This design comes from an exercise in tuning for a short achievable clock period and few clock cycles on the open sky130 flow, not from production work. The RTL was checked by simulation tests, not by an equivalence proof against the original design. Power figures rest on the tool's default switching activity, not on a simulated workload.

[flow/design.v]
`default_nettype none
package core_pkg;
	localparam int ALU_ADD = 0;
	localparam int ALU_SUB = 1;
	localparam int ALU_AND = 2;
	localparam int ALU_OR  = 3;
	localparam int ALU_XOR = 4;
	localparam int ALU_SLT = 5;
	localparam int ALU_SLL = 6;
	localparam int ALU_N   = 7;
endpackage
`default_nettype wire
`timescale 1ns/1ps
`default_nettype none
module inst_fetch (
	input  wire logic                  clk,
	input  wire logic                  resetn,
	output logic                       inst_req,
	output logic [32-1:0]      inst_addr,
	input  wire logic                  inst_addr_ok,
	input  wire logic                  inst_data_ok,
	input  wire logic [32-1:0] inst_rdata,
	output logic                       f_valid,
	output logic [32-1:0]      f_pc,
	output logic [32-1:0]      f_inst
);
	localparam logic [32-1:0] RESET_PC = 32'hbfc00000;
	logic [32-3:0] req_pc;
	logic [32-3:0] resp_pc;
	logic [32-3:0] f_wpc;
	assign inst_req  = 1'b1;
	assign inst_addr = {req_pc, 2'b00};
	always_ff @(posedge clk)
	begin
		if (!resetn)
			req_pc <= RESET_PC[32-1:2];
		else if (inst_addr_ok)
			req_pc <= req_pc + 1'b1;
	end
	always_ff @(posedge clk)
	begin
		if (!resetn)
			resp_pc <= RESET_PC[32-1:2];
		else if (inst_data_ok)
			resp_pc <= resp_pc + 1'b1;
	end
	always_ff @(posedge clk)
	begin
		f_valid <= resetn && inst_data_ok;
		f_inst  <= inst_rdata;
		f_wpc   <= resp_pc;
	end
	assign f_pc = {f_wpc, 2'b00};
endmodule
`default_nettype wire
`timescale 1ns/1ps
`default_nettype none
module inst_decode (
	input  wire logic                     clk,
	input  wire logic                     resetn,
	input  wire logic                     f_valid,
	input  wire logic [32-1:0]    f_pc,
	input  wire logic [32-1:0]    f_inst,
	input  wire logic                     d1_wen,
	input  wire logic [5-1:0] d1_rd,
	input  wire logic                     d2_wen,
	input  wire logic [5-1:0] d2_rd,
	input  wire logic                     d3_wen,
	input  wire logic [5-1:0] d3_rd,
	output logic [32-1:0]        d_a_sel,
	output logic                          d_a_fx,
	output logic                          d_a_fm,
	output logic                          d_a_fw,
	output logic [32-1:0]        d_b_sel,
	output logic                          d_b_fx,
	output logic                          d_b_fm,
	output logic                          d_b_fw,
	output logic [32-1:0]         d_imm,
	output logic [4:0]                    d_sa,
	output logic [core_pkg::ALU_N-1:0]    d_op,
	output logic                          d_wen,
	output logic [5-1:0]      d_rd,
	output logic [32-1:0]         d_pc
);
	localparam logic [5:0] OP_SPECIAL = 6'h00;
	localparam logic [5:0] OP_ADDIU   = 6'h09;
	localparam logic [5:0] OP_ORI     = 6'h0d;
	localparam logic [5:0] OP_LUI     = 6'h0f;
	logic [5:0]               opcode;
	logic [5:0]               funct;
	logic [5-1:0] rs;
	logic [5-1:0] rt;
	logic [5-1:0] rd;
	logic [15:0]              imm;
	logic                       use_a;
	logic                       use_b;
	logic                       writes;
	logic [5-1:0]   dst;
	logic [32-1:0]      imm_v;
	logic [core_pkg::ALU_N-1:0] op;
	assign opcode = f_inst[31:26];
	assign rs     = f_inst[25:21];
	assign rt     = f_inst[20:16];
	assign rd     = f_inst[15:11];
	assign funct  = f_inst[5:0];
	assign imm    = f_inst[15:0];
	always_comb
	begin
		use_a  = 1'b0;
		use_b  = 1'b0;
		writes = 1'b0;
		dst    = rt;
		imm_v  = '0;
		op     = '0;
		case (opcode)
			OP_SPECIAL:
			begin
				dst    = rd;
				writes = 1'b1;
				use_a  = 1'b1;
				use_b  = 1'b1;
				case (funct)
					6'h21: op[core_pkg::ALU_ADD] = 1'b1;
					6'h23: op[core_pkg::ALU_SUB] = 1'b1;
					6'h24: op[core_pkg::ALU_AND] = 1'b1;
					6'h25: op[core_pkg::ALU_OR]  = 1'b1;
					6'h26: op[core_pkg::ALU_XOR] = 1'b1;
					6'h2a: op[core_pkg::ALU_SLT] = 1'b1;
					6'h00:
					begin
						op[core_pkg::ALU_SLL] = 1'b1;
						use_a = 1'b0;
					end
					default:
					begin
						writes = 1'b0;
						use_a  = 1'b0;
						use_b  = 1'b0;
					end
				endcase
			end
			OP_ADDIU:
			begin
				writes = 1'b1;
				use_a  = 1'b1;
				imm_v  = {{(32-16){imm[15]}}, imm};
				op[core_pkg::ALU_ADD] = 1'b1;
			end
			OP_ORI:
			begin
				writes = 1'b1;
				use_a  = 1'b1;
				imm_v  = {{(32-16){1'b0}}, imm};
				op[core_pkg::ALU_OR] = 1'b1;
			end
			OP_LUI:
			begin
				writes = 1'b1;
				imm_v  = {imm, 16'h0000};
				op[core_pkg::ALU_OR] = 1'b1;
			end
			default: ;
		endcase
	end
	logic                    a_m1, a_m2, a_m3;
	logic                    b_m1, b_m2, b_m3;
	logic [32-1:0]  a_dec, b_dec;
	assign a_m1 = use_a && d1_wen && d1_rd == rs;
	assign a_m2 = use_a && d2_wen && d2_rd == rs;
	assign a_m3 = use_a && d3_wen && d3_rd == rs;
	assign b_m1 = use_b && d1_wen && d1_rd == rt;
	assign b_m2 = use_b && d2_wen && d2_rd == rt;
	assign b_m3 = use_b && d3_wen && d3_rd == rt;
	always_comb
	begin
		for (int j = 0; j < 32; j++)
		begin
			a_dec[j] = use_a && j != 0 && rs == j;
			b_dec[j] = use_b && j != 0 && rt == j;
		end
	end
	always_ff @(posedge clk)
	begin
		d_a_sel <= (a_m1 || a_m2 || a_m3) ? '0 : a_dec;
		d_a_fx  <= a_m1;
		d_a_fm  <= a_m2 && !a_m1;
		d_a_fw  <= a_m3 && !a_m2 && !a_m1;
		d_b_sel <= (b_m1 || b_m2 || b_m3) ? '0 : b_dec;
		d_b_fx  <= b_m1;
		d_b_fm  <= b_m2 && !b_m1;
		d_b_fw  <= b_m3 && !b_m2 && !b_m1;
		d_imm   <= imm_v;
		d_sa    <= f_inst[10:6];
		d_op    <= op;
		d_wen   <= f_valid && writes && dst != '0;
		d_rd    <= dst;
		d_pc    <= f_pc;
		if (!resetn)
			d_wen <= 1'b0;
	end
endmodule
`default_nettype wire
`timescale 1ns/1ps
`default_nettype none
module alu_execute (
	input  wire logic                      clk,
	input  wire logic                      resetn,
	input  wire logic [32-1:0]     x_a,
	input  wire logic                      x_a_fx,
	input  wire logic [32-1:0]     x_b,
	input  wire logic                      x_b_fx,
	input  wire logic [4:0]                x_sa,
	input  wire logic [core_pkg::ALU_N-1:0] x_op,
	input  wire logic                      x_wen,
	input  wire logic [5-1:0]  x_rd,
	input  wire logic [32-1:0]     x_pc,
	output logic [32-1:0]          m_res,
	output logic                           m_wen,
	output logic [5-1:0]       m_rd,
	output logic [32-1:0]          m_pc
);
	logic [32-1:0] a;
	logic [32-1:0] b;
	logic [32-1:0] sum;
	logic [32-1:0] diff;
	logic                  lt;
	logic [32-1:0] result;
	assign a    = x_a_fx ? m_res : x_a;
	assign b    = x_b_fx ? m_res : x_b;
	assign sum  = a + b;
	assign diff = a - b;
	assign lt   = (a[32-1] != b[32-1]) ? a[32-1] : diff[32-1];
	assign result =
		({32{x_op[core_pkg::ALU_ADD]}} & sum) |
		({32{x_op[core_pkg::ALU_SUB]}} & diff) |
		({32{x_op[core_pkg::ALU_AND]}} & (a & b)) |
		({32{x_op[core_pkg::ALU_OR]}}  & (a | b)) |
		({32{x_op[core_pkg::ALU_XOR]}} & (a ^ b)) |
		({32{x_op[core_pkg::ALU_SLL]}} & (b << x_sa)) |
		{{(32-1){1'b0}}, x_op[core_pkg::ALU_SLT] & lt};
	always_ff @(posedge clk)
	begin
		m_res <= result;
		m_wen <= x_wen;
		m_rd  <= x_rd;
		m_pc  <= x_pc;
		if (!resetn)
			m_wen <= 1'b0;
	end
endmodule
`default_nettype wire
`timescale 1ns/1ps
`default_nettype none
module reg_file (
	input  wire logic                     clk,
	input  wire logic                     clear,
	input  wire logic [32-1:0]   sel1,
	input  wire logic [32-1:0]   sel2,
	output logic [32-1:0]         rdata1,
	output logic [32-1:0]         rdata2,
	input  wire logic [32-1:0]   we,
	input  wire logic [32-1:0]    wdata
);
	logic [32-1:0] regs [1:32-1];
	always_ff @(posedge clk)
	begin
		for (int i = 1; i < 32; i++)
		begin
			if (clear)
				regs[i] <= '0;
			else if (we[i])
				regs[i] <= wdata;
		end
	end
	always_comb
	begin
		rdata1 = '0;
		rdata2 = '0;
		for (int i = 1; i < 32; i++)
		begin
			rdata1 = rdata1 | ({32{sel1[i]}} & regs[i]);
			rdata2 = rdata2 | ({32{sel2[i]}} & regs[i]);
		end
	end
endmodule
`default_nettype wire
`timescale 1ns/1ps
`default_nettype none
module cpu_core (
	input  wire logic                  clk,
	input  wire logic                  resetn,
	output logic                       inst_req,
	output logic                       inst_wr,
	output logic [1:0]                 inst_size,
	output logic [32-1:0]      inst_addr,
	output logic [32-1:0]      inst_wdata,
	input  wire logic                  inst_addr_ok,
	input  wire logic                  inst_data_ok,
	input  wire logic [32-1:0] inst_rdata,
	output logic [32-1:0]      debug_wb_pc,
	output logic [3:0]                 debug_wb_rf_wen,
	output logic [4:0]                 debug_wb_rf_wnum,
	output logic [32-1:0]      debug_wb_rf_wdata
);
	assign inst_wr    = 1'b0;
	assign inst_size  = 2'd2;
	assign inst_wdata = '0;
	logic                     f_valid;
	logic [32-1:0]    f_pc;
	logic [32-1:0]    f_inst;
	logic [32-1:0]   d_a_sel, d_b_sel;
	logic                     d_a_fx, d_a_fm, d_a_fw;
	logic                     d_b_fx, d_b_fm, d_b_fw;
	logic [32-1:0]    d_imm;
	logic [4:0]               d_sa;
	logic [core_pkg::ALU_N-1:0] d_op;
	logic                     d_wen;
	logic [5-1:0] d_rd;
	logic [32-1:0]    d_pc;
	logic [32-1:0]    x_a, x_b;
	logic                     x_a_fx, x_b_fx;
	logic [4:0]               x_sa;
	logic [core_pkg::ALU_N-1:0] x_op;
	logic                     x_wen;
	logic [5-1:0] x_rd;
	logic [32-1:0]    x_pc;
	logic [32-1:0]    m_res;
	logic                     m_wen;
	logic [5-1:0] m_rd;
	logic [32-1:0]    m_pc;
	logic [32-1:0]    w_res;
	logic                     w_wen;
	logic [5-1:0] w_rd;
	logic [32-1:0]    w_pc;
	logic [32-1:0]   w_we;
	logic                     rf_clear;
	logic [32-1:0]    rf_a, rf_b;
	inst_fetch u_fetch (
		.clk          (clk         ),
		.resetn       (resetn      ),
		.inst_req     (inst_req    ),
		.inst_addr    (inst_addr   ),
		.inst_addr_ok (inst_addr_ok),
		.inst_data_ok (inst_data_ok),
		.inst_rdata   (inst_rdata  ),
		.f_valid      (f_valid     ),
		.f_pc         (f_pc        ),
		.f_inst       (f_inst      )
	);
	inst_decode u_decode (
		.clk     (clk    ),
		.resetn  (resetn ),
		.f_valid (f_valid),
		.f_pc    (f_pc   ),
		.f_inst  (f_inst ),
		.d1_wen  (d_wen  ),
		.d1_rd   (d_rd   ),
		.d2_wen  (x_wen  ),
		.d2_rd   (x_rd   ),
		.d3_wen  (m_wen  ),
		.d3_rd   (m_rd   ),
		.d_a_sel (d_a_sel),
		.d_a_fx  (d_a_fx ),
		.d_a_fm  (d_a_fm ),
		.d_a_fw  (d_a_fw ),
		.d_b_sel (d_b_sel),
		.d_b_fx  (d_b_fx ),
		.d_b_fm  (d_b_fm ),
		.d_b_fw  (d_b_fw ),
		.d_imm   (d_imm  ),
		.d_sa    (d_sa   ),
		.d_op    (d_op   ),
		.d_wen   (d_wen  ),
		.d_rd    (d_rd   ),
		.d_pc    (d_pc   )
	);
	always_ff @(posedge clk)
		rf_clear <= !resetn;
	reg_file u_regs (
		.clk    (clk     ),
		.clear  (rf_clear),
		.sel1   (d_a_sel ),
		.sel2   (d_b_sel ),
		.rdata1 (rf_a    ),
		.rdata2 (rf_b    ),
		.we     (w_we    ),
		.wdata  (w_res   )
	);
	always_ff @(posedge clk)
	begin
		x_a    <= rf_a | ({32{d_a_fm}} & m_res) | ({32{d_a_fw}} & w_res);
		x_b    <= rf_b | ({32{d_b_fm}} & m_res) | ({32{d_b_fw}} & w_res) | d_imm;
		x_a_fx <= d_a_fx;
		x_b_fx <= d_b_fx;
		x_sa   <= d_sa;
		x_op   <= d_op;
		x_wen  <= d_wen;
		x_rd   <= d_rd;
		x_pc   <= d_pc;
		if (!resetn)
			x_wen <= 1'b0;
	end
	alu_execute u_execute (
		.clk    (clk   ),
		.resetn (resetn),
		.x_a    (x_a   ),
		.x_a_fx (x_a_fx),
		.x_b    (x_b   ),
		.x_b_fx (x_b_fx),
		.x_sa   (x_sa  ),
		.x_op   (x_op  ),
		.x_wen  (x_wen ),
		.x_rd   (x_rd  ),
		.x_pc   (x_pc  ),
		.m_res  (m_res ),
		.m_wen  (m_wen ),
		.m_rd   (m_rd  ),
		.m_pc   (m_pc  )
	);
	always_ff @(posedge clk)
	begin
		w_res <= m_res;
		w_wen <= m_wen;
		w_rd  <= m_rd;
		w_pc  <= m_pc;
		for (int i = 0; i < 32; i++)
			w_we[i] <= m_wen && m_rd == i;
		if (!resetn)
		begin
			w_wen <= 1'b0;
			w_we  <= '0;
		end
	end
	always_ff @(posedge clk)
	begin
		debug_wb_rf_wen   <= {4{w_wen}};
		debug_wb_pc       <= w_pc;
		debug_wb_rf_wnum  <= w_rd;
		debug_wb_rf_wdata <= w_res;
		if (!resetn)
			debug_wb_rf_wen <= 4'h0;
	end
endmodule
`default_nettype wire
[flow/run.sh]
#!/bin/bash
# synth_recipe.tcl (not shown) runs the flow's synth.tcl, then flattens the netlist and writes it again
# the make line also repeats each setting of config.mk as NAME=value (left out here)
make -C /OpenROAD-flow-scripts/flow DESIGN_CONFIG=/design/flow/config.mk WORK_HOME=/design/flow/orfs CLKGATE_MAP_FILE= SYNTH_SCRIPT=/design/flow/synth_recipe.tcl finish
[flow/config.mk]
export PLATFORM = sky130hd
export DESIGN_NAME = cpu_core
export DESIGN_NICKNAME = cpu_core
export VERILOG_FILES = /design/flow/design.v
export SDC_FILE = /design/flow/constraint.sdc
export NUM_CORES = 4
export LEC_CHECK = 0
export ABC_CLOCK_PERIOD_IN_PS = 2500
export CAP_MARGIN = 20
export CORE_MARGIN = 2
export CORE_UTILIZATION = 40
export SETUP_SLACK_MARGIN = 3.5
export SLEW_MARGIN = 20
[flow/constraint.sdc]
create_clock -name core_clock -period 6.0 [get_ports {clk}]
set_input_delay 1.2000 -clock core_clock [delete_from_list [all_inputs] [get_ports {clk}]]
set_output_delay 1.2000 -clock core_clock [all_outputs]
set_load 0.01 [all_outputs]
==> results.json <==
{
  "holdCritStartpoint": "u_execute.m_pc[3]",
  "root_buffer": "clkbuf_16",
  "status": "complete, no violations",
  "hpwl_microns": 186000,
  "die_h_microns": 419,
  "synth-adder-area-share_pct": 1.84,
  "overflow": 0,
  "crit_path_max_incr_delay_ns": 0.49,
  "clk_pin_slew_ns": 0.07,
  "hold_viol": 0,
  "fin_crit_sh_pct": 66.3,
  "cts_tree": "done",
  "period_needed_ns": 3.98,
  "holdWs_ns": 0.308,
  "start_util_pct": 40.3,
  "slowest_stage": "fa_1",
  "async_reset_ff_share_pct": 0,
  "ir_worst_vdd_mv": 0.342,
  "synth_seq_cells": 1613,
  "ys.flop_type": "dfxtp_1",
  "syn_area_per_cell_sq_um": 9.64,
  "drtAntennaViolNets": 0,
  "crit_start": "x_b_fx",
  "gp_congestion": 0.949,
  "crit_top_cell": "buf_12",
  "grt_setup_unrepaired": "true",
  "synthXorXnorAreaFrac_pct": 1.23,
  "worstSkewPairLatency_ns": 0.86,
  "clock_path_buffers": 3,
  "cts_buffers": 171,
  "synth_top_family_by_area": "multiplexers",
  "cp.arrival_ns": 4.71,
  "synth_warnings": 6,
  "synth_cell_types": 82,
  "cp_max_fo": 9,
  "slew-limit-headroom_pct": 12.5,
  "grt_pass1_vias": 58600,
  "routedWlPerCell_microns": 34.2,
  "grt_max_degree": 203,
  "worstSetupPathType": "reg2reg",
  "row_count": 152,
  "syn2layout_area_growth_pct": 17.2,
  "wirelength_microns": 327000,
  "setup_tns_ns": 0,
  "cp-end-kind": "flip-flop",
  "p_leak_nw": 28.5,
  "cts-hold-fix-buffers": 0,
  "grt_pass1_wl_microns": 448000,
  "grtUsageTotal_pct": 35.6,
  "finalClockSkew_ns": 0.0575,
  "ioPinCount": 177,
  "io_buffers": 136,
  "cap_violations": 0,
  "r2r-start": "x_b_fx",
  "fin_nets": 7210,
  "dr.pass1.iters": 12,
  "synth_compound_area_share_pct": 16.2,
  "synthMuxAreaShare_pct": 17.0,
  "cts_sinks": 1613,
  "htreeDepth": 4,
  "worstPathRequired_ns": 6.74,
  "drtIter0Drc": 12700,
  "drc": 0,
  "ff2ff_path_depth": 17,
  "drt-vias-per-instance": 6.68,
  "path_cells": "buf_12 -> buf_4 -> buf_12 -> buf_12 -> mux2i_2 -> ha_2 -> inv_1 -> nand2_1 -> a31oi_4 -> o21ai_4 -> o311a_1 -> o21ai_1 -> o21ai_1 -> fa_1 -> o22ai_1 -> a211o_1 -> a221o_1",
  "die_area_sq_um": 176000,
  "min_path_type": "reg2reg",
  "synthCells": 7161,
  "cp-start-kind": "flip-flop",
  "p_per_area_nw_per_um2": 281,
  "antenna_found_initial": 38,
  "setup_viol": 0,
  "synth-edff-count": 0,
  "die_w_microns": 419,
  "via_count": 63800,
  "ys_seq_area_share_pct": 46.8,
  "slew_violations": 0,
  "drive_gt1_share_pct": 15.6,
  "synth-simple-area-share_pct": 12.2,
  "whs_path_depth": 0,
  "worst_slew_pin_slew_ns": 1.31,
  "synthesis.area_sq_um": 69100,
  "max_freq_ghz": 0.251,
  "core_area_sq_um": 172000
}
==> kinds of logic (layout without fill, tap and decap cells) <==
family,count (synthesis),after routing
compound gates,1456,1456
xor+xnor,97,97
fa+ha+maj,100,100
buf+inv,818,828
flops,1613,1613
mux,1133,1133
other cells,2,60
simple gates,1942,1942
==> sequential cells by signal, summed over array words and instances, names as in the netlist, 31 cells and up <==
register and count:
u_decode.d_a_sel 31, u_fetch.f_inst 32, debug_wb_rf_wdata 32, x_b 32
u_execute.m_res 32, u_decode.d_b_sel 31, u_decode.d_imm 32, w_res 32
w_we 31, u_regs.regs 992, x_a 32
==> area by class of cell <==
cell class / instances / area (sq um)
fillers: 16000 / 90600
flip-flops and latches: 1613 / 32700
inverters: 107 / 403
diodes: 20 / 50.0
well taps: 2310 / 2890
multi-input cells: 4768 / 34900
clock buffers: 226 / 4840
clock inverters: 82 / 1260
repair buffers: 413 / 3870
==> critical path, delay by kind of cell, from the launching register on <==
kind | cells | cell delay [ns]
compound gates | 8 | 1.53
fa+ha+maj | 2 | 0.87
buf+inv | 5 | 0.75
flops | 1 | 0.36
mux | 1 | 0.23
simple gates | 1 | 0.13
==> cell usage in the layout (no fill, tap or decap), types with 32 or more instances in the layout <==
master,count
xnor2_1,35
dfxtp_4,70
buf_4,222
a22oi_1,487
nand4_1,142
a21oi_1,125
nand3_1,134
mux2i_1,1047
a22o_1,257
a221oi_1,259
nand2_1,176
conb_1,40
xor2_1,62
dfxtp_1,1415
ha_1,74
nor3_1,79
clkbuf_16,173
nor2_1,1190
buf_6,114
inv_1,95
o21ai_0,69
a222oi_1,32
dfxtp_2,128
clkdlybuf4s50_1,33
==> metrics by stage <==
stage	instance area [sq um]	instances	worst slack (ns)	utilization, %	power, mW
5_1_grt	80900	9526	1.85	47.1	23.3
6_report	80900	9539	2.02	47.2	22.8
3_3_place_gp	72400	9107	1.17	42.2	11.5
2_1_floorplan	69500	7199	2.03	-	11.3
4_1_cts	80000	9488	2.05	46.6	22.8
3_5_place_dp	72400	9107	1.18	42.2	11.5
==> synth_stat cells (102+ instances only) <==
library cell / instances / area share (%)
inv_1: 102 / 0.55
nand4_1: 142 / 1.3
mux2i_1: 1075 / 16
dfxtp_1: 1613 / 47
a22o_1: 258 / 3.3
nand3_1: 144 / 1.0
a22oi_1: 487 / 5.3
a221oi_1: 264 / 3.3
buf_1: 157 / 0.85
clkbuf_1: 499 / 2.7
nor2_1: 1213 / 6.6
a21oi_1: 141 / 1.0
nand2_1: 183 / 0.99
==> layer usage <==
layer / global-route usage, % / wire length [microns]
met1: 45.5 / 121000
met5: 0.806 / 436
met3: 16.3 / 54500
met4: 20.2 / 23200
met2: 49.0 / 128000
==> power breakdown <==
part	internal (mW)	switching, mW	total [mW]
clock	6.65	4.83	11.5
sequential	10.7	0.0854	10.8
combinational	0.151	0.313	0.464
total	17.5	5.22	22.8
==> worst paths after layout <==
path                              end  slack [ns]
setup / recovery  u_execute.m_res[31]        2.02
hold / removal                w_pc[3]        0.31
setup reg to reg  u_execute.m_res[31]        2.02
hold reg to reg               w_pc[3]        0.31
==> timing repair <==
item                                    4_1_cts  5_1_grt
gates resized for setup                     741      171
endpoints found under the setup margin      220      209
buffers inserted                             73       30
pin swaps                                    41       36
Testbench counts, summed over its fixed seeds: cycles 16,055.

==> what the ideal ports hide <==
Ports are ideal in the flow. The routed layout listed here was re-timed in OpenROAD. Step 1: set_driving_cell puts a clkbuf_16 on clk and a buf_2 on each other input, an assumption about the parent block. Step 2 also shifts input and output timing later by t, the mid clock arrival at the registers, as if the neighbouring blocks saw the same clock. a / b / c = no drivers / after step 1 / after step 2; a / b = the first two.
shift t [ns]: 0.918
setup slack, ns: 2.021 / 2.021 / 2.021
worst hold slack (ns): 0.308 / 0.308 / 0.308
After both steps setup and hold are still met in this run. The setup slack of this run moves by 0.000 ns with the drivers and by 0.000 ns with both steps.
